Context: an optimization exercise on an open-source flow, tuned for small area, a short achievable clock period and few clock cycles per item. The choices shown serve that exercise and are no tape-out recipe. No functional check of the RTL was part of any run shown here. No activity file was given, so power comes from the tool's default toggle rates.

$ cat design/flow/config.mk
export PLATFORM = sky130hd
export DESIGN_NAME = tlb_top
export DESIGN_NICKNAME = tlb_top
export VERILOG_FILES = /design/flow/design.v
export SDC_FILE = /design/flow/constraint.sdc
export NUM_CORES = 4
export LEC_CHECK = 0
export ABC_CLOCK_PERIOD_IN_PS = 2500
export CAP_MARGIN = 20
export CORE_MARGIN = 2
export CORE_UTILIZATION = 40
export PLACE_DENSITY = 0.6
export SETUP_SLACK_MARGIN = 3.0
export SLEW_MARGIN = 20
$ cat design/flow/constraint.sdc
create_clock -name core_clock -period 6.0 [get_ports {clk}]
set_input_delay 1.2000 -clock core_clock [delete_from_list [all_inputs] [get_ports {clk}]]
set_output_delay 1.2000 -clock core_clock [all_outputs]
set_load 0.01 [all_outputs]
$ cat design/flow/design.v
`default_nettype none
package tlb_pkg;
	typedef logic [19-1:0] vpn2_t;
	typedef logic [8-1:0] asid_t;
	typedef logic [20-1:0] pfn_t;
	typedef logic [2:0] cache_attr_t;
	typedef logic [$clog2(32)-1:0] tlb_index_t;
	typedef logic [32-1:0] hit_vec_t;
	typedef logic [32-1:0] vaddr_t;
	typedef logic [32-1:0] paddr_t;
	typedef logic [31:0] entry_word_t;
endpackage
`default_nettype wire
`default_nettype none
package tlb_cmd_pkg;
	typedef enum logic [1:0] {
		op_write = 2'd0,
		op_probe = 2'd1,
		op_translate = 2'd2
	} tlb_op_e;
	typedef enum logic {
		st_empty = 1'b0,
		st_full = 1'b1
	} stage_state_e;
endpackage
`default_nettype wire
`timescale 1ns/10ps
`default_nettype none
module tlb_top (
	input wire logic clk,
	input wire logic rst,
	input wire logic cmd_valid,
	output logic cmd_ready,
	input tlb_cmd_pkg::tlb_op_e cmd_op,
	input tlb_pkg::tlb_index_t cmd_index,
	input tlb_pkg::entry_word_t cmd_entryhi,
	input tlb_pkg::entry_word_t cmd_entrylo0,
	input tlb_pkg::entry_word_t cmd_entrylo1,
	input tlb_pkg::vaddr_t cmd_vaddr,
	output logic rsp_valid,
	input wire logic rsp_ready,
	output tlb_cmd_pkg::tlb_op_e rsp_op,
	output tlb_pkg::paddr_t rsp_paddr,
	output logic rsp_refill,
	output logic rsp_invalid,
	output logic rsp_modified,
	output logic rsp_found,
	output tlb_pkg::tlb_index_t rsp_index
);
	localparam int N = 32;
	logic [18:0] t_vpn2 [N];
	logic [7:0] t_asid [N];
	logic [N-1:0] t_global;
	logic [N-1:0] t_valid;
	logic [21:0] d_lo0 [N];
	logic [21:0] d_lo1 [N];
	logic s1_v;
	logic [1:0] s1_op;
	logic s1_wr;
	logic s1_probe;
	logic s1_tr_map;
	logic s1_tr_unm;
	logic [4:0] s1_idx;
	logic [N-1:0] s1_hit;
	logic [43:0] s1_pl;
	logic out_v;
	logic skid_v;
	logic [42:0] out_q;
	logic [42:0] skid_q;
	logic rdy_q;
	logic s1_ld, s2_ld;
	logic out_ld;
	assign s2_ld = !skid_v;
	assign s1_ld = !s1_v || s2_ld;
	assign out_ld = !out_v || rsp_ready;
	assign cmd_ready = rdy_q;
	logic take;
	assign take = cmd_valid && rdy_q;
	logic [18:0] c_vpn2;
	logic [7:0] c_asid;
	logic [43:0] lo_fields;
	assign c_vpn2 = cmd_op[1] ? cmd_vaddr[31:13] : cmd_entryhi[31:13];
	assign c_asid = cmd_entryhi[7:0];
	assign lo_fields = {cmd_entrylo1[25:6], cmd_entrylo1[2], cmd_entrylo1[1],
		cmd_entrylo0[25:6], cmd_entrylo0[2], cmd_entrylo0[1]};
	logic [N-1:0] hit;
	always_comb begin
		for (int i = 0; i < N; i++) begin
			hit[i] = t_valid[i] && (t_vpn2[i] == c_vpn2)
				&& (t_global[i] || (t_asid[i] == c_asid));
		end
	end
	logic tag_we;
	assign tag_we = take && (cmd_op == 2'd0);
	always_ff @(posedge clk) begin
		for (int i = 0; i < N; i++) begin
			if (tag_we && cmd_index == 5'(i)) begin
				t_vpn2[i] <= cmd_entryhi[31:13];
				t_asid[i] <= c_asid;
				t_global[i] <= cmd_entrylo0[0] & cmd_entrylo1[0];
			end
		end
	end
	always_ff @(posedge clk) begin
		if (rst) begin
			t_valid <= '0;
		end else begin
			for (int i = 0; i < N; i++) begin
				if (tag_we && cmd_index == 5'(i)) t_valid[i] <= 1'b1;
			end
		end
	end
	always_ff @(posedge clk) begin
		if (rdy_q) begin
			s1_op <= cmd_op;
			s1_wr <= (cmd_op == 2'd0);
			s1_probe <= (cmd_op == 2'd1);
			s1_tr_map <= (cmd_op == 2'd2) && !cmd_vaddr[31];
			s1_tr_unm <= (cmd_op == 2'd2) && cmd_vaddr[31];
			s1_idx <= cmd_index;
			s1_hit <= hit;
			s1_pl[43:32] <= lo_fields[43:32];
			s1_pl[31:0] <= cmd_op[1] ? cmd_vaddr : lo_fields[31:0];
		end
	end
	logic [N-1:0] lower;
	logic [N-1:0] first;
	logic any_hit;
	logic odd;
	logic [21:0] sel;
	logic [4:0] enc;
	assign odd = s1_pl[12];
	assign any_hit = |s1_hit;
	always_comb begin
		lower[0] = 1'b0;
		for (int i = 1; i < N; i++) lower[i] = lower[i-1] | s1_hit[i-1];
		first = s1_hit & ~lower;
	end
	always_comb begin
		sel = '0;
		enc = '0;
		for (int i = 0; i < N; i++) begin
			sel = sel | ({22{first[i] & !odd}} & d_lo0[i])
				| ({22{first[i] & odd}} & d_lo1[i]);
			enc = enc | ({5{first[i]}} & 5'(i));
		end
	end
	logic [42:0] res;
	logic r_refill, r_invalid, r_modified, r_found;
	logic [31:0] r_paddr;
	always_comb begin
		r_paddr[31:12] = ({20{s1_tr_unm}} & s1_pl[31:12])
			| ({20{s1_tr_map && any_hit}} & sel[21:2]);
		r_paddr[11:0] = {12{s1_tr_unm || (s1_tr_map && any_hit)}} & s1_pl[11:0];
		r_refill = s1_tr_map && !any_hit;
		r_invalid = s1_tr_map && any_hit && !sel[0];
		r_modified = s1_tr_map && any_hit && sel[0] && !sel[1];
		r_found = s1_probe && any_hit;
		res = {s1_op, r_paddr, r_refill, r_invalid, r_modified, r_found,
			{5{s1_probe}} & enc};
	end
	logic data_we;
	assign data_we = s1_v && s2_ld && s1_wr;
	always_ff @(posedge clk) begin
		for (int i = 0; i < N; i++) begin
			if (data_we && s1_idx == 5'(i)) begin
				d_lo0[i] <= s1_pl[21:0];
				d_lo1[i] <= s1_pl[43:22];
			end
		end
	end
	always_ff @(posedge clk) begin
		if (!skid_v) skid_q <= res;
		if (out_ld) out_q <= skid_v ? skid_q : res;
	end
	logic s1_v_n, out_v_n, skid_v_n;
	always_comb begin
		s1_v_n = s1_ld ? take : s1_v;
		if (out_ld) begin
			out_v_n = skid_v || (s1_v && s2_ld);
			skid_v_n = 1'b0;
		end else begin
			out_v_n = out_v;
			skid_v_n = skid_v || (s1_v && s2_ld);
		end
	end
	always_ff @(posedge clk) begin
		if (rst) begin
			s1_v <= 1'b0;
			out_v <= 1'b0;
			skid_v <= 1'b0;
			rdy_q <= 1'b1;
		end else begin
			s1_v <= s1_v_n;
			out_v <= out_v_n;
			skid_v <= skid_v_n;
			rdy_q <= !(s1_v_n && skid_v_n);
		end
	end
	assign rsp_valid = out_v;
	logic [1:0] rsp_op_w;
	assign rsp_op = tlb_cmd_pkg::tlb_op_e'(rsp_op_w);
	assign {rsp_op_w, rsp_paddr, rsp_refill, rsp_invalid, rsp_modified, rsp_found,
		rsp_index} = out_q;
endmodule
`default_nettype wire
$ cat design/flow/run.sh
#!/bin/bash
# synth_recipe.tcl (not shown) runs the flow's synth.tcl, then flattens the netlist and writes it again
# the make line also repeats each setting of config.mk as NAME=value (left out here)
make -C /OpenROAD-flow-scripts/flow DESIGN_CONFIG=/design/flow/config.mk WORK_HOME=/design/flow/orfs CLKGATE_MAP_FILE= SYNTH_SCRIPT=/design/flow/synth_recipe.tcl finish
==> metrics.md, run 1 <==
| Metric | Value |
|---|---|
| Outcome | `complete, but fails checks` |
| SO Viols | `slew limit` |
| Dpl cells | `9076` |
| Final std cells w/o fill | `10000` |
| Leak | `40.7 nW` |
| Largest net degree at the start of global routing | `47` |
| Synth area leaders | `edfxtp_1, xor2_1, a22oi_1, dfxtp_1, nand4_1` |
| Post-Syn Area | `97300 um2` |
| Die Span Y | `497 um` |
| Critical Path Fanout Max | `12` |
| Multi-input gate area | `24800 um2` |
| Routed vias | `62400` |
| Yosys cell types | `88` |
| Worst setup SP type | `flip-flop` |
| Setup violators final | `0` |
| Critical path startpoint | `s1_hit[12]` |
| Boundary pin count | `184` |
| Initial Util | `40.1%` |
| GRT overflow | `0` |
| Hold Path Class | `reg2reg` |
| FF-to-FF End | `out_q[6]` |
| Register area | `74700 um2` |
| Area leader, netlist | `edfxtp_1` |
| # DRC | `0` |
| CP Capture Type | `flip-flop` |
| Fin. max-slew vios | `1` |
| Seq cells post-synth | `2513` |
| Max_slew headroom | `-9.23%` |
| Post-route core utilization | `50.0%` |
| Final ANT Viol Nets | `0` |
| Drt pass-1 iters | `9` |
| Ratio of cells with drive above 1 in the final layout | `25.2%` |
| Initial antenna violation count | `26` |
| Fillers | `19500` |
| Final Hold Fails | `0` |
| FF-to-FF Start | `s1_hit[12]` |
| Initial DRC count | `11000` |
| RSZ-0062 raised after global routing | `yes` |
| Setup_tns | `0 ns` |
| Worst-Margin Slew | `1.64 ns` |
| Routed WL | `368 mm` |
| Post-route clock period utilization | `64.4%` |
| CTS tree | `done` |
| First-pass GRT wire length | `486 mm` |
| Nets | `6752` |
| Worst hold start | `skid_q[2]` |
| Wirelength per Cell | `36.7 um` |
| Area Growth Syn to Fin | `24.7%` |
| Buffers on Ports | `160` |
| Post-synth top flop | `edfxtp_1` |
| Crit path kind | `reg2reg` |
| Via/cell ratio | `6.22` |
| Die area | `247000 um2` |
| All-Layer GR Usage | `28.3%` |
| Clock slew at reported path FFs | `0.07 ns` |
| Register area share after synthesis | `76.7%` |
| Row count | `181` |
| Clock Tree Buf Depth | `3` |
| Worst skew pair latency | `0.90 ns` |
| Max Cap Viol | `0` |
| CTS Root Cell | `clkbuf_16` |
| Async set or reset register ratio after synthesis | `0%` |
| Arrival time at the worst endpoint | `4.58 ns` |
| Die width | `497 um` |
| WHS Endpoint | `skid_q[2]` |
| Peak supply drop | `279 uV` |
| Number of flops mapped to enable cells by yosys | `2434` |
| Core box area | `243000 um2` |
| Vias in the first global route | `58100` |
| Num CTS Buffers | `233` |
| Clock period minus worst slack | `3.86 ns` |
| Power per cell area | `301 nW/um2` |
| CTS sink count | `2513` |
| # H-tree levels | `4` |
| Worst r2r path cells | `11` |
| Mapped Nets | `5789` |
| Worst EP required | `6.72 ns` |
| Reg2Reg Setup Slack | `2.14 ns` |
| Synth top area share | `75.1%` |
| Maximum clock frequency | `259 MHz` |
| YS warnings | `5` |
| Gate Count Post-Synth | `5650` |
| GPL Wtd Cong | `0.963` |
| Worst Skew | `0.0512 ns` |
| Hpwl dp | `202 mm` |
| Avg Inst Size Synth | `17.2 um2` |
| Hold Path Stages | `2` |
-- cell type report --
class                           count  share of cell area, %
Clock buffer                      310                   5.22
Inverter                           10                 0.0371
Timing Repair Buffer              960                   8.54
Multi-Input combinational cell   2895                   20.4
Clock inverter                    124                  0.916
Sequential cell                  2513                   61.5
Antenna cell                       16                 0.0330
Tap cell                         3202                   3.30
-- sequential cells by signal, summed over array words and instances, names as in the netlist, 2 cells and up --
signal    flops
d_lo0       704
s1_idx        5
s1_pl        44
out_q        43
s1_op         2
t_global     32
t_vpn2      608
s1_hit       32
skid_q       43
d_lo1       704
t_valid      32
t_asid      256
-- worst max-delay path by stage --
stage / endpoint / slack (ns) / cells after the start
floorplan: d_lo0[13][0] / 2.38 / 4
global placement: s1_hit[10] / 0.80 / 7
detailed placement: s1_hit[10] / 0.85 / 7
CTS: d_lo1[30][2] / 2.61 / 5
global route: out_q[6] / 2.23 / 11
finish: out_q[6] / 2.14 / 11
-- cells in the final DEF, fill, tap and decap left out, types with 19 or more instances in the layout --
cell type        instances
clkbuf_8                21
buf_6                  125
a22oi_1                207
buf_2                   21
clkinv_2                43
nor3_2                  19
xor2_1                 864
buf_8                   22
a221oi_2                30
nand2_1                159
a221o_1                 20
mux2_2                 100
o21ai_0                 19
nor4_4                  20
nor3_4                  52
a22o_1                  67
clkinv_1                46
nand3_1                 57
nor3_1                  29
nor2_4                  89
dlygate4sd2_1           23
edfxtp_1              2434
nor4_1                  74
mux2i_1                 70
a21oi_1                 88
a221oi_1                76
clkdlybuf4s50_1         96
a222oi_1                63
clkbuf_16              239
nand4_1                213
clkbuf_1                57
nor2_1                 121
buf_4                  497
buf_12                 136
mux2i_4                 20
or4_1                   35
dfxtp_1                 76
-- routing by layer --
metal	routed length (um)	vias to the layer above	global-route usage [%]
met3	50600	1238	9.64
met5	322	-	0.444
met4	23200	24	13.5
met2	165000	4959	43.7
met1	129000	31700	35.9
li1	-	24400	-
-- through the flow --
stage / setup WS, ns / cell area [um2] / hold WS (ns) / power, mW
2_1_floorplan: 2.38 / 98200 / 0.423 / 20.7
3_3_place_gp: 0.798 / 105000 / 0.450 / 21.7
3_5_place_dp: 0.852 / 105000 / 0.457 / 21.7
4_1_cts: 2.61 / 119000 / 0.471 / 36.3
5_1_grt: 2.23 / 121000 / 0.465 / 37.2
6_report: 2.14 / 121000 / 0.446 / 36.5
-- cell families after synthesis --
group | count (synthesis) | synth area share, %
mux | 193 | 2.12
flops | 2513 | 76.7
buf+inv | 270 | 1.24
compound gates | 777 | 6.21
simple gates | 1033 | 5.93
xor+xnor | 864 | 7.78
-- synth_stat cells, types with 10 or more instances --
library cell / n
a211oi_1: 12
a21oi_1: 102
a221o_1: 20
a221oi_1: 104
a222oi_1: 63
a22o_1: 69
a22oi_1: 222
a31oi_1: 18
a32o_1: 10
a32oi_1: 18
and2_1: 12
and3_1: 23
and4_1: 10
buf_1: 30
buf_2: 124
clkbuf_1: 97
dfxtp_1: 79
edfxtp_1: 2434
mux2_2: 102
mux2i_1: 90
nand2_1: 174
nand2b_1: 23
nand3_1: 71
nand4_1: 213
nor2_1: 194
nor3_1: 79
nor3_2: 16
nor4_1: 94
o2111ai_1: 10
o21ai_0: 36
o22ai_1: 14
or4_1: 37
xor2_1: 864
-- what timing repair did --
action | 4_1_cts | 5_1_grt
hold buffers | 0 | 0
buffers inserted | 341 | 112
gates resized for setup | 566 | 200
hold endpoints to repair | 0 | 0
gates cloned | 34 | 15
pin swaps | 160 | 142
setup endpoints to repair | 1456 | 1090
-- power by group --
part	total (mW)	switching (mW)	internal (mW)
registers	19.4	0.0675	19.4
clock network	14.7	6.62	8.08
logic	2.35	1.59	0.765
-- worst max-delay path: stages (launching register included) --
cell	delay, ns
edfxtp_1	0.57
nor4_2	0.08
buf_6	0.18
nand4_1	0.18
or2_4	0.17
buf_12	0.15
nor2_4	0.05
buf_12	0.16
buf_12	0.14
a222oi_1	1.28
nor4bb_4	0.39
a41o_4	0.35
==> run 2: changes to the inputs <==
--- a/design/flow/config.mk
+++ b/design/flow/config.mk
@@ -10,5 +10,5 @@
 export CORE_MARGIN = 2
 export CORE_UTILIZATION = 40
 export PLACE_DENSITY = 0.6
-export SETUP_SLACK_MARGIN = 3.0
+export SETUP_SLACK_MARGIN = 3.3
 export SLEW_MARGIN = 20
==> run 2 against run 1 <==
- the run now finishes clean
- clock skew is 0.0078 ns lower
- routed wire length rose by 1.8%
- maximum frequency shrank 0.21%
- flip-flop and latch count stayed put
- non-clock buffer count increased by 94
- clock power hardly changed
- combinational power rose by 13%
- sequential power barely moved
- sequential share of layout area is 0.72 points lower
- first-iteration DRC count rose by 5.2%
- final area increased by 1.2%
- setup slack got worse by 0.0082 ns
- largest cell class unchanged
==> metrics.md, run 2 <==
| Metric | Value |
|---|---|
| CP Capture Type | `flip-flop (unchanged)` |
| Outcome | `timing/DRC/antenna clean (was complete, but fails checks)` |
| RSZ-0062 raised after global routing | `yes (unchanged)` |
| Post-synth top flop | `edfxtp_1 (unchanged)` |
| CTS Root Cell | `clkbuf_16 (unchanged)` |
| CP top delay family | `simple AND/OR/NAND/NOR gates (was compound AO/OA/AOI/OAI gates)` |
| Commonest cells post-synth | `edfxtp_1, xor2_1, a22oi_1 (unchanged)` |
| Dpl ws | `0.822 ns (was 0.852 ns)` |
| Async set or reset register ratio after synthesis | `0% (unchanged)` |
| Final ANT Viol Nets | `0 (unchanged)` |
| Max incr delay on CP | `0.67 ns (was 1.28 ns)` |
| Seq cells post-synth | `2513 (unchanged)` |
| Most used cell, CP | `buf_4 (was buf_12)` |
| Area Growth Syn to Fin | `26.2% (was 24.7%)` |
| Clock slew at reported path FFs | `0.06 ns (was 0.07 ns)` |
| Initial DRC count | `11500 (was 11000)` |
| CP bufs+invs | `3 (was 4)` |
| Vias in the first global route | `58500 (was 58100)` |
| Setup_tns | `0 ns (unchanged)` |
| Cell with the most instances after synthesis | `edfxtp_1 (unchanged)` |
| Ratio of cells with drive above 1 in the final layout | `27.6% (was 25.2%)` |
| CTS hold repair buffers | `0 (unchanged)` |
| All-Layer GR Usage | `29.2% (was 28.3%)` |
| Area leader, netlist | `edfxtp_1 (unchanged)` |
| YS warnings | `5 (unchanged)` |
| Most frequent cells in the layout | `edfxtp_1, xor2_1, buf_4 (unchanged)` |
| Via/cell ratio | `6.25 (was 6.22)` |
| # H-tree levels | `4 (unchanged)` |
| Worst Skew | `0.0434 ns (was 0.0512 ns)` |
| Setup violators final | `0 (unchanged)` |
| Die Span Y | `497 um (unchanged)` |
| First-pass GRT wire length | `497 mm (was 486 mm)` |
| Post-route clock period utilization | `64.5% (was 64.4%)` |
| GRT overflow | `0 (unchanged)` |
| Largest net degree at the start of global routing | `54 (was 47)` |
| Wirelength per Cell | `36.9 um (was 36.7 um)` |
| Routed WL | `374 mm (was 368 mm)` |
| Commonest non-fill, non-tap cell in the layout | `edfxtp_1 (unchanged)` |
| Synth top area share | `75.1% (unchanged)` |
| Mapped Nets | `5789 (unchanged)` |
| Crit path kind | `reg2reg (unchanged)` |
| Worst skew pair latency | `0.89 ns (was 0.90 ns)` |
| Drt pass-1 iters | `10 (was 9)` |
| Maximum clock frequency | `258 MHz (was 259 MHz)` |
| Initial Util | `40.1% (unchanged)` |
| Clock Tree Buf Depth | `3 (unchanged)` |
| Num CTS Buffers | `233 (unchanged)` |
| # DRC | `0 (unchanged)` |
| Boundary pin count | `184 (unchanged)` |
| Worst-Margin Slew | `1.20 ns (was 1.64 ns)` |
| Power per cell area | `299 nW/um2 (was 301 nW/um2)` |
| Post-Syn Area | `97300 um2 (unchanged)` |
| Slowest stage cell, crit path | `nand3_1 (was a222oi_1)` |
| Synth area leaders | `edfxtp_1, xor2_1, a22oi_1, dfxtp_1, nand4_1 (unchanged)` |
| Hpwl dp | `201 mm (was 202 mm)` |
| Yosys cell types | `88 (unchanged)` |
| Max_slew headroom | `20.2% (was -9.23%)` |
| Register area share after synthesis | `76.7% (unchanged)` |
| Final worst setup slack | `2.13 ns (was 2.14 ns)` |
| Peak supply drop | `267 uV (was 279 uV)` |
| Final Hold Fails | `0 (unchanged)` |
| Die width | `497 um (unchanged)` |
| Top flop regs | `d_lo0 (704), d_lo1 (704), t_vpn2 (608) (unchanged)` |
| Clock period minus worst slack | `3.87 ns (was 3.86 ns)` |
| Avg Inst Size Synth | `17.2 um2 (unchanged)` |
| Leak | `41.7 nW (was 40.7 nW)` |
| Die area | `247000 um2 (unchanged)` |
| GPL Wtd Cong | `0.984 (was 0.963)` |
| CTS tree | `done (unchanged)` |
| Number of flops mapped to enable cells by yosys | `2434 (unchanged)` |
| Worst path cell trace | `buf_4 > nor4_4 > buf_4 > buf_4 > and4_4 > and2_1 > a2111oi_0 > nand3_1 > nor2b_2 > nand3_4 > a41o_4 (was nor4_2 > buf_6 > nand4_1 > or2_4 > buf_12 > nor2_4 > buf_12 > buf_12 > a222oi_1 > nor4bb_4 > a41o_4)` |
| Worst EP required | `6.62 ns (was 6.72 ns)` |
| Max Cap Viol | `0 (unchanged)` |
| Core box area | `243000 um2 (unchanged)` |
| Hold Path Class | `reg2reg (unchanged)` |
| Arrival time at the worst endpoint | `4.49 ns (was 4.58 ns)` |
| Nets | `6847 (was 6752)` |
| Row count | `181 (unchanged)` |
| Gate Count Post-Synth | `5650 (unchanged)` |
| Critical Path Fanout Max | `16 (was 12)` |
| CTS sink count | `2513 (unchanged)` |
| Routed vias | `63300 (was 62400)` |
| Buffers on Ports | `160 (unchanged)` |
| Fin. max-slew vios | `0 (was 1)` |
| Worst setup SP type | `flip-flop (unchanged)` |
| Initial antenna violation count | `37 (was 26)` |
[run 2: changes by cell type in the layout (fill, tap and decap cells not counted), sizes merged, moves of 3 or more]
cell	before	now
dlygate4sd2	23	10
clkbuf	318	337
dlymetal6s2s	9	0
clkdlybuf4s15	2	5
bufbuf	6	18
bufinv	16	11
buf	816	943
nor2	224	227
clkdlybuf4s50	96	64
[run 2: power by group]
group / internal (mW) / switching, mW
Sequential: 19.4 / 0.0560
Clock: 7.97 / 6.64
Combinational: 0.945 / 1.71
[run 2: cells by family after synthesis]
logic type,synth area share [%]
AO/OA/AOI/OAI,6.21
XOR/XNOR,7.78
buffers and inverters,1.24
flip-flops,76.7
multiplexers,2.12
AND/OR/NAND/NOR,5.93
[run 2: worst register-to-register path, stage by stage (launching register included)]
cell       delay (ns)
edfxtp_1         0.50
buf_4            0.19
nor4_4           0.04
buf_4            0.17
buf_4            0.17
and4_4           0.38
and2_1           0.27
a2111oi_0        0.38
nand3_1          0.68
nor2b_2          0.36
nand3_4          0.17
a41o_4           0.32
[run 2: what timing repair did]
action / CTS / global route
hold endpoints to repair: 0 / 0
cloned: 63 / 5
buffers inserted: 379 / 156
pin swaps: 175 / 171
resized for setup: 713 / 276
setup endpoints to repair: 2218 / 831
[run 2: per-layer routing]
| metal | up-vias | global-route usage [%] | wire length [um] |
|---|---|---|---|
| li1 | 24600 | - | - |
| met1 | 32300 | 37.5 | 132000 |
| met2 | 5122 | 44.0 | 164000 |
| met3 | 1233 | 9.61 | 52200 |
| met4 | 28 | 15.2 | 25300 |
| met5 | - | 0.212 | 360 |
[run 2: layout make-up]
cell class | instances | area, um2
sequential | 2513 | 74700
inverter | 10 | 40.0
clock inverter | 117 | 962
antenna | 18 | 45.0
clock buffer | 323 | 6450
fill | 19400 | 120000
multi-input combinational | 2896 | 25000
tap | 3202 | 4010
timing repair buffer | 1054 | 11600
[run 2: final timing paths]
| check | startpoint | to | slack, ns | depth (start not counted) |
|---|---|---|---|---|
| max | s1_hit[7] | out_q[6] | 2.13 | 11 |
| min reg2reg | skid_q[1] | skid_q[1] | 0.45 | 2 |
| min | skid_q[1] | skid_q[1] | 0.45 | 2 |
| max reg2reg | s1_hit[7] | out_q[6] | 2.13 | 11 |
[run 2: per-stage QoR]
stage,instance area (um2),hold WS [ns],cells,power [mW],utilization (%)
global placement,106000,0.450,9068,21.7,43.5
finish,123000,0.451,10100,36.7,50.6
global route,123000,0.479,10100,37.4,50.6
detailed placement,106000,0.454,9071,21.7,43.5
floorplan,98300,0.423,5650,20.7,-
CTS,120000,0.452,9953,36.5,49.5
==> run 3: changes to the inputs <==
--- a/design/flow/design.v
+++ b/design/flow/design.v
@@ -136,14 +136,17 @@
 		for (int i = 1; i < N; i++) lower[i] = lower[i-1] | s1_hit[i-1];
 		first = s1_hit & ~lower;
 	end
-	always_comb begin
-		sel = '0;
+	logic [21:0] sel0, sel1;
+	always_comb begin
+		sel0 = '0;
+		sel1 = '0;
 		enc = '0;
 		for (int i = 0; i < N; i++) begin
-			sel = sel | ({22{first[i] & !odd}} & d_lo0[i])
-				| ({22{first[i] & odd}} & d_lo1[i]);
+			sel0 = sel0 | ({22{first[i]}} & d_lo0[i]);
+			sel1 = sel1 | ({22{first[i]}} & d_lo1[i]);
 			enc = enc | ({5{first[i]}} & 5'(i));
 		end
+		sel = odd ? sel1 : sel0;
 	end
 	logic [42:0] res;
 	logic r_refill, r_invalid, r_modified, r_found;
@@ -171,7 +174,7 @@
 	end
 	always_ff @(posedge clk) begin
 		if (!skid_v) skid_q <= res;
-		if (out_ld) out_q <= skid_v ? skid_q : res;
+		out_q <= ({43{out_ld}} & (skid_v ? skid_q : res)) | ({43{!out_ld}} & out_q);
 	end
 	logic s1_v_n, out_v_n, skid_v_n;
 	always_comb begin
==> run 3 against run 2 <==
- sequential share of layout area rose by 1.9 points
- final cell count decreased by 2.6%
- synthesized cell count down 2.1%
- largest cell class unchanged
==> metrics.md, run 3 <==
| Metric | Value |
|---|---|
| Async set or reset register ratio after synthesis | `0% (unchanged)` |
| Outcome | `timing/DRC/antenna clean (unchanged)` |
| Drt pass-1 iters | `9 (was 10)` |
| # H-tree levels | `4 (unchanged)` |
| Final Hold Fails | `0 (unchanged)` |
| Clock period minus worst slack | `3.40 ns (was 3.87 ns)` |
| Post-route core utilization | `50.0% (was 50.6%)` |
| Fin. max-slew vios | `0 (unchanged)` |
| Initial antenna violation count | `26 (was 37)` |
| # DRC | `0 (unchanged)` |
| Boundary pin count | `184 (unchanged)` |
| Final instance area | `119000 um2 (was 123000 um2)` |
| Worst setup SP type | `flip-flop (unchanged)` |
| Via/cell ratio | `6.12 (was 6.25)` |
| Ratio of cells with drive above 1 in the final layout | `24.0% (was 27.6%)` |
| Gate Count Post-Synth | `5531 (was 5650)` |
| Dpl cells | `8867 (was 9071)` |
| Post-synth top flop | `edfxtp_1 (unchanged)` |
| Maximum clock frequency | `294 MHz (was 258 MHz)` |
| Nets | `6624 (was 6847)` |
| YS warnings | `5 (unchanged)` |
| Worst-Margin Slew | `1.25 ns (was 1.20 ns)` |
| Setup_tns | `0 ns (unchanged)` |
| Area Growth Syn to Fin | `24.2% (was 26.2%)` |
| Core box area | `238000 um2 (was 243000 um2)` |
| RSZ-0062 raised after global routing | `yes (unchanged)` |
| Cell with the most instances after synthesis | `edfxtp_1 (unchanged)` |
| Num CTS Buffers | `234 (was 233)` |
| Critical Path Fanout Max | `6 (was 16)` |
| Max_slew headroom | `17.0% (was 20.2%)` |
| CP Capture Type | `flip-flop (unchanged)` |
| Clock Tree Buf Depth | `3 (unchanged)` |
| Number of flops mapped to enable cells by yosys | `2434 (unchanged)` |
| CTS sink count | `2513 (unchanged)` |
| Yosys cell types | `71 (was 88)` |
| Avg Inst Size Synth | `17.3 um2 (was 17.2 um2)` |
| Synth top area share | `76.3% (was 75.1%)` |
| Clock slew at reported path FFs | `0.07 ns (was 0.06 ns)` |
| Most frequent cells in the layout | `edfxtp_1, xor2_1, buf_4 (unchanged)` |
| Area leader, netlist | `edfxtp_1 (unchanged)` |
| Commonest non-fill, non-tap cell in the layout | `edfxtp_1 (unchanged)` |
| Arrival time at the worst endpoint | `4.04 ns (was 4.49 ns)` |
| Final ANT Viol Nets | `0 (unchanged)` |
| Setup violators final | `0 (unchanged)` |
| Die area | `243000 um2 (was 247000 um2)` |
| Max Cap Viol | `0 (unchanged)` |
| Dpl ws | `1.06 ns (was 0.822 ns)` |
| Peak supply drop | `274 uV (was 267 uV)` |
| Final worst setup slack | `2.60 ns (was 2.13 ns)` |
| DP Area | `104000 um2 (was 106000 um2)` |
| Row count | `179 (was 181)` |
| Top flop regs | `d_lo0 (704), d_lo1 (704), t_vpn2 (608) (unchanged)` |
| Register area share after synthesis | `78.0% (was 76.7%)` |
| CTS Root Cell | `clkbuf_16 (unchanged)` |
| Commonest cells post-synth | `edfxtp_1, xor2_1, a22oi_1 (unchanged)` |
| Hold Path Class | `reg2reg (unchanged)` |
| Leak | `39.8 nW (was 41.7 nW)` |
| Routed WL | `349 mm (was 374 mm)` |
| Synth area leaders | `edfxtp_1, xor2_1, a22oi_1, dfxtp_1, nand4_1 (unchanged)` |
| Hpwl dp | `182 mm (was 201 mm)` |
| First-pass GRT wire length | `466 mm (was 497 mm)` |
| All-Layer GR Usage | `27.7% (was 29.2%)` |
| Worst skew pair latency | `0.90 ns (was 0.89 ns)` |
| Wirelength per Cell | `35.4 um (was 36.9 um)` |
| Vias in the first global route | `57000 (was 58500)` |
| Die Span Y | `493 um (was 497 um)` |
| GPL Wtd Cong | `0.858 (was 0.984)` |
| Crit path kind | `reg2reg (unchanged)` |
| Total power draw | `36.4 mW (was 36.7 mW)` |
| Initial Util | `40.2% (was 40.1%)` |
| Post-route clock period utilization | `56.6% (was 64.5%)` |
| Worst EP required | `6.64 ns (was 6.62 ns)` |
| Post-Syn Area | `95800 um2 (was 97300 um2)` |
| GRT overflow | `0 (unchanged)` |
| Mapped Nets | `5670 (was 5789)` |
| Final std cells w/o fill | `9873 (was 10100)` |
| Largest net degree at the start of global routing | `50 (was 54)` |
| CTS hold repair buffers | `0 (unchanged)` |
| CTS tree | `done (unchanged)` |
| Hold slack | `0.445 ns (was 0.451 ns)` |
| Seq cells post-synth | `2513 (unchanged)` |
| Buffers on Ports | `160 (unchanged)` |
| Worst Skew | `0.0564 ns (was 0.0434 ns)` |
| Initial DRC count | `10000 (was 11500)` |
| Power per cell area | `306 nW/um2 (was 299 nW/um2)` |
| Routed vias | `60400 (was 63300)` |
| Die width | `493 um (was 497 um)` |
[run 3: layout make-up]
cell class                      count  area (um2)
Tap cell                         3167        3960
Fill cell                       19400      119000
Multi-Input combinational cell   2764       22400
Timing Repair Buffer              964       10300
Clock buffer                      310        6310
Inverter                            8        35.0
Antenna cell                       13        32.5
Sequential cell                  2513       74700
Clock inverter                    134        1230
[run 3: worst paths after layout]
| path | start | endpoint | slack [ns] | cells past startpoint |
|---|---|---|---|---|
| setup / recovery | s1_hit[7] | flip-flop | 2.60 | 11 |
| hold / removal | skid_q[3] | skid_q[3] | 0.44 | 2 |
| setup reg to reg | s1_hit[7] | flip-flop | 2.60 | 11 |
| hold reg to reg | skid_q[3] | skid_q[3] | 0.44 | 2 |
[run 3: logic make-up after synthesis]
logic type | count (synthesis) | share of synthesized area (%)
flops | 2513 | 78.0
simple gates | 987 | 5.59
xor+xnor | 864 | 7.90
compound gates | 820 | 6.67
buf+inv | 294 | 1.29
mux | 53 | 0.598
[run 3: layer usage]
layer	vias to the layer above	GRT usage, %	wire [um]
met5	-	0.157	182
met1	31000	36.7	125000
met2	4481	42.4	157000
met3	934	7.37	46900
met4	20	13.5	20100
li1	23900	-	-
[run 3: what timing repair did]
| item | CTS | global route |
|---|---|---|
| hold endpoints to repair | 0 | 0 |
| pin swaps | 126 | 65 |
| endpoints found under the setup margin | 1851 | 499 |
| gates cloned | 56 | 11 |
| setup buffers | 365 | 112 |
| gates resized for setup | 516 | 181 |
[run 3: critical path, cell delays in order (launching register included)]
cell and delay, ns:
edfxtp_1 0.49, buf_12 0.19, nor4_4 0.41, nand2_4 0.12
or3_4 0.41, buf_12 0.17, or4_4 0.53, nand3b_1 0.18
buf_12 0.16, buf_16 0.18, a221oi_2 0.08, buf_4 0.21
[run 3: power breakdown]
part           internal (mW)  switching (mW)
Clock                   8.21            6.62
Combinational          0.721            1.39
Sequential              19.4           0.102
Total                   28.3            8.12
==> run 4: changes to the inputs <==
--- a/design/flow/config.mk
+++ b/design/flow/config.mk
@@ -8,7 +8,7 @@
 export ABC_CLOCK_PERIOD_IN_PS = 2500
 export CAP_MARGIN = 20
 export CORE_MARGIN = 2
-export CORE_UTILIZATION = 40
-export PLACE_DENSITY = 0.6
+export CORE_UTILIZATION = 60
+export PLACE_DENSITY = 0.7
 export SETUP_SLACK_MARGIN = 3.3
 export SLEW_MARGIN = 20
==> run 4 against run 3 <==
- still clean on timing, DRC and antenna
- final area is 1.0% lower
- global-route usage is 13 points higher
- sequential share of layout area is 0.66 points higher
- combinational power is 3% lower
- clock skew is 0.017 ns lower
- maximum frequency is 2.3% lower
- synthesized cell count stayed put
- utilization is 24 points higher
- clock power hardly changed
- non-clock buffer count is 54 lower
- largest cell class unchanged
- highest routed layer unchanged
==> metrics.md, run 4 <==
| Metric | Value |
|---|---|
| Commonest cells post-synth | `edfxtp_1, xor2_1, a22oi_1 (unchanged)` |
| Worst Skew | `0.0394 ns (was 0.0564 ns)` |
| Boundary pin count | `184 (unchanged)` |
| Final ANT Viol Nets | `0 (unchanged)` |
| Vias in the first global route | `58000 (was 57000)` |
| Global Route met2 Usage | `60.7% (was 42.4%)` |
| Arrival time at the worst endpoint | `4.18 ns (was 4.04 ns)` |
| Synth area leaders | `edfxtp_1, xor2_1, a22oi_1, dfxtp_1, nand4_1 (unchanged)` |
| Wirelength per Cell | `38.8 um (was 35.4 um)` |
| Setup violators final | `0 (unchanged)` |
| CTS Root Cell | `clkbuf_16 (unchanged)` |
| Seq cells post-synth | `2513 (unchanged)` |
| Die width | `404 um (was 493 um)` |
| Outcome | `timing/DRC/antenna clean (unchanged)` |
| Row count | `146 (was 179)` |
| Nets | `6573 (was 6624)` |
| Die Span Y | `404 um (was 493 um)` |
| Cell with the most instances after synthesis | `edfxtp_1 (unchanged)` |
| GPL Wtd Cong | `0.903 (was 0.858)` |
| Max_slew headroom | `20.5% (was 17.0%)` |
| Hold Path Class | `reg2reg (unchanged)` |
| Initial DRC count | `11500 (was 10000)` |
| Worst setup SP type | `flip-flop (unchanged)` |
| Leak | `39.7 nW (was 39.8 nW)` |
| First-pass GRT wire length | `450 mm (was 466 mm)` |
| CTS sink count | `2513 (unchanged)` |
| Routed vias | `61300 (was 60400)` |
| Fin. max-slew vios | `0 (unchanged)` |
| Synth top area share | `76.3% (unchanged)` |
| Critical Path Fanout Max | `7 (was 6)` |
| Routed WL | `338 mm (was 349 mm)` |
| CTS tree | `done (unchanged)` |
| Core box area | `158000 um2 (was 238000 um2)` |
| Worst skew pair latency | `0.88 ns (was 0.90 ns)` |
| All-Layer GR Usage | `40.4% (was 27.7%)` |
| # DRC | `0 (unchanged)` |
| # H-tree levels | `4 (unchanged)` |
| Async set or reset register ratio after synthesis | `0% (unchanged)` |
| Largest net degree at the start of global routing | `50 (unchanged)` |
| Area leader, netlist | `edfxtp_1 (unchanged)` |
| Area Growth Syn to Fin | `22.9% (was 24.2%)` |
| Post-route clock period utilization | `57.9% (was 56.6%)` |
| Die area | `163000 um2 (was 243000 um2)` |
| Ratio of cells with drive above 1 in the final layout | `23.9% (was 24.0%)` |
| YS warnings | `5 (unchanged)` |
| Max Cap Viol | `0 (unchanged)` |
| Maximum clock frequency | `288 MHz (was 294 MHz)` |
| Setup_tns | `0 ns (unchanged)` |
| Global Route met3 Usage | `14.3% (was 7.37%)` |
| Gate Count Post-Synth | `5531 (unchanged)` |
| Clock Tree Buf Depth | `3 (unchanged)` |
| Post-Syn Area | `95800 um2 (unchanged)` |
| Via/cell ratio | `7.03 (was 6.12)` |
| RSZ-0062 raised after global routing | `yes (unchanged)` |
| Crit path kind | `reg2reg (unchanged)` |
| Reg2Reg Setup Slack | `2.52 ns (was 2.60 ns)` |
| Fillers | `8973 (was 19400)` |
| Drt pass-1 iters | `10 (was 9)` |
| Top Usage Layer GRT | `met2 (unchanged)` |
| Initial Util | `60.5% (was 40.2%)` |
| Total power draw | `36.4 mW (about the same)` |
| Number of flops mapped to enable cells by yosys | `2434 (unchanged)` |
| Post-synth top flop | `edfxtp_1 (unchanged)` |
| Post-route core utilization | `74.3% (was 50.0%)` |
| Met1 Track Usage GR | `50.1% (was 36.7%)` |
| Final Hold Fails | `0 (unchanged)` |
| Worst-Margin Slew | `1.19 ns (was 1.25 ns)` |
| Commonest non-fill, non-tap cell in the layout | `edfxtp_1 (unchanged)` |
| Yosys cell types | `71 (unchanged)` |
| Worst EP required | `6.70 ns (was 6.64 ns)` |
| Top flop regs | `d_lo0 (704), d_lo1 (704), t_vpn2 (608) (unchanged)` |
| Num CTS Buffers | `236 (was 234)` |
| Buffers on Ports | `160 (unchanged)` |
| Clock period minus worst slack | `3.48 ns (was 3.40 ns)` |
| Avg Inst Size Synth | `17.3 um2 (unchanged)` |
| Initial antenna violation count | `19 (was 26)` |
| Most frequent cells in the layout | `edfxtp_1, xor2_1, buf_4 (unchanged)` |
| Register area share after synthesis | `78.0% (unchanged)` |
| Power per cell area | `309 nW/um2 (was 306 nW/um2)` |
| Hpwl dp | `172 mm (was 182 mm)` |
| Peak supply drop | `333 uV (was 274 uV)` |
| GRT overflow | `0 (unchanged)` |
| Mapped Nets | `5670 (unchanged)` |
| CP Capture Type | `flip-flop (unchanged)` |
| Clock slew at reported path FFs | `0.06 ns (was 0.07 ns)` |
[run 4: changes by cell type in the layout (fill, tap and decap cells not counted), sizes merged, moves of 3 or more]
cell / delta
buf: -72
clkbuf: +24
clkinv: -11
dlymetal6s2s: +5
bufinv: -4
clkdlybuf4s15: +4
diode: -4
clkdlybuf4s50: +3
inv: -3
[run 4: final cells by class]
type,instances,area (um2),share of cell area [%]
Antenna cell,9,22.5,0.0191
Inverter,8,31.3,0.0266
Timing Repair Buffer,910,10100,8.62
Multi-Input combinational cell,2765,22600,19.2
Sequential cell,2513,74700,63.4
Clock inverter,116,985,0.836
Clock buffer,330,6710,5.69
Tap cell,2072,2590,2.20
[run 4: worst max-delay path, stage by stage, from the launching register on]
cell	delay, ns
edfxtp_1	0.52
buf_6	0.19
buf_12	0.12
buf_4	0.16
nor2b_1	0.32
buf_6	0.29
a22oi_1	0.12
o21ai_0	0.27
a21oi_2	0.19
o2111ai_2	0.33
a221o_1	0.19
o22ai_2	0.10
o31ai_1	0.27
buf_4	0.23
[run 4: cells by family (layout without fill, tap and decap cells)]
family          after synthesis  count (layout)  share of synthesized area [%]
compound gates              820             820                           6.67
xor+xnor                    864             864                           7.90
buf+inv                     294            1364                           1.29
flops                      2513            2513                           78.0
mux                          53              53                          0.598
other cells                   0               9                              0
simple gates                987            1028                           5.59
[run 4: path summary, 6_finish.rpt]
check,startpoint,depth (start not counted),end
worst max-delay path,s1_hit[9],13,flip-flop
worst min-delay path,skid_q[0],2,skid_q[0]
worst max register to register,s1_hit[9],13,flip-flop
worst min register to register,skid_q[0],2,skid_q[0]
[run 4: metrics by stage]
stage / setup slack [ns] / cell area, um2 / std cells / hold slack, ns
after floorplan: 2.85 / 97100 / 5531 / 0.412
after global placement: 1.21 / 102000 / 7739 / 0.449
after detailed placement: 1.21 / 102000 / 7745 / 0.463
after CTS: 2.77 / 116000 / 8610 / 0.468
after global routing: 2.57 / 118000 / 8718 / 0.473
final: 2.52 / 118000 / 8723 / 0.468
[run 4: per-layer routing]
| layer | wire length (um) | up-vias |
|---|---|---|
| li1 | - | 23800 |
| met1 | 106000 | 30100 |
| met5 | 242 | - |
| met3 | 53600 | 1541 |
| met4 | 29900 | 16 |
| met2 | 148000 | 5759 |
[run 4: timing repair]
item	4_1_cts	5_1_grt
endpoints found under the setup margin	1749	1453
pin swaps	157	80
cloned	59	8
resized for setup	534	156
hold buffers	0	0
setup buffers	360	85
[run 4: report_power, final]
part | total [mW] | internal (mW) | switching (mW)
combinational | 2.05 | 0.687 | 1.37
clock | 14.9 | 8.40 | 6.46
sequential | 19.5 | 19.4 | 0.102

## what the ideal ports hide
In the flow no input, the clock included, has a driving cell. The finished layouts below were timed again as built, in two steps.
Step 1: set_driving_cell puts a clkbuf_16 on clk and a buf_2 on each other input, an assumption about the parent block.
Step 2, shift: input delay + t, output delay - t, t = (earliest + latest rising clock arrival at the registers) / 2. This alone moves slack from input paths to output paths.
Three values: no drivers, after step 1, after step 2; two values: the first two.
| run | t, ns | setup slack, ns | hold slack, ns | worst setup path at the end | slew at the worst register clock pin (ns) |
|---|---|---|---|---|---|
| run 1 | 0.966 | 2.137 / 2.137 / 1.777 | 0.446 / 0.446 / 0.446 | input to register | 0.07 / 0.07 |
| run 2 | 0.954 | 2.128 / 2.128 / 2.077 | 0.451 / 0.451 / 0.451 | input to register | 0.07 / 0.07 |
| run 3 | 0.954 | 2.602 / 2.602 / 2.159 | 0.445 / 0.445 / 0.445 | input to register | 0.07 / 0.07 |
| run 4 | 0.948 | 2.523 / 2.523 / 2.232 | 0.468 / 0.468 / 0.468 | input to register | 0.08 / 0.08 |
For run 3, which loses most, drivers alone change the setup slack by 0.000 ns; drivers and shift together by -0.443 ns.
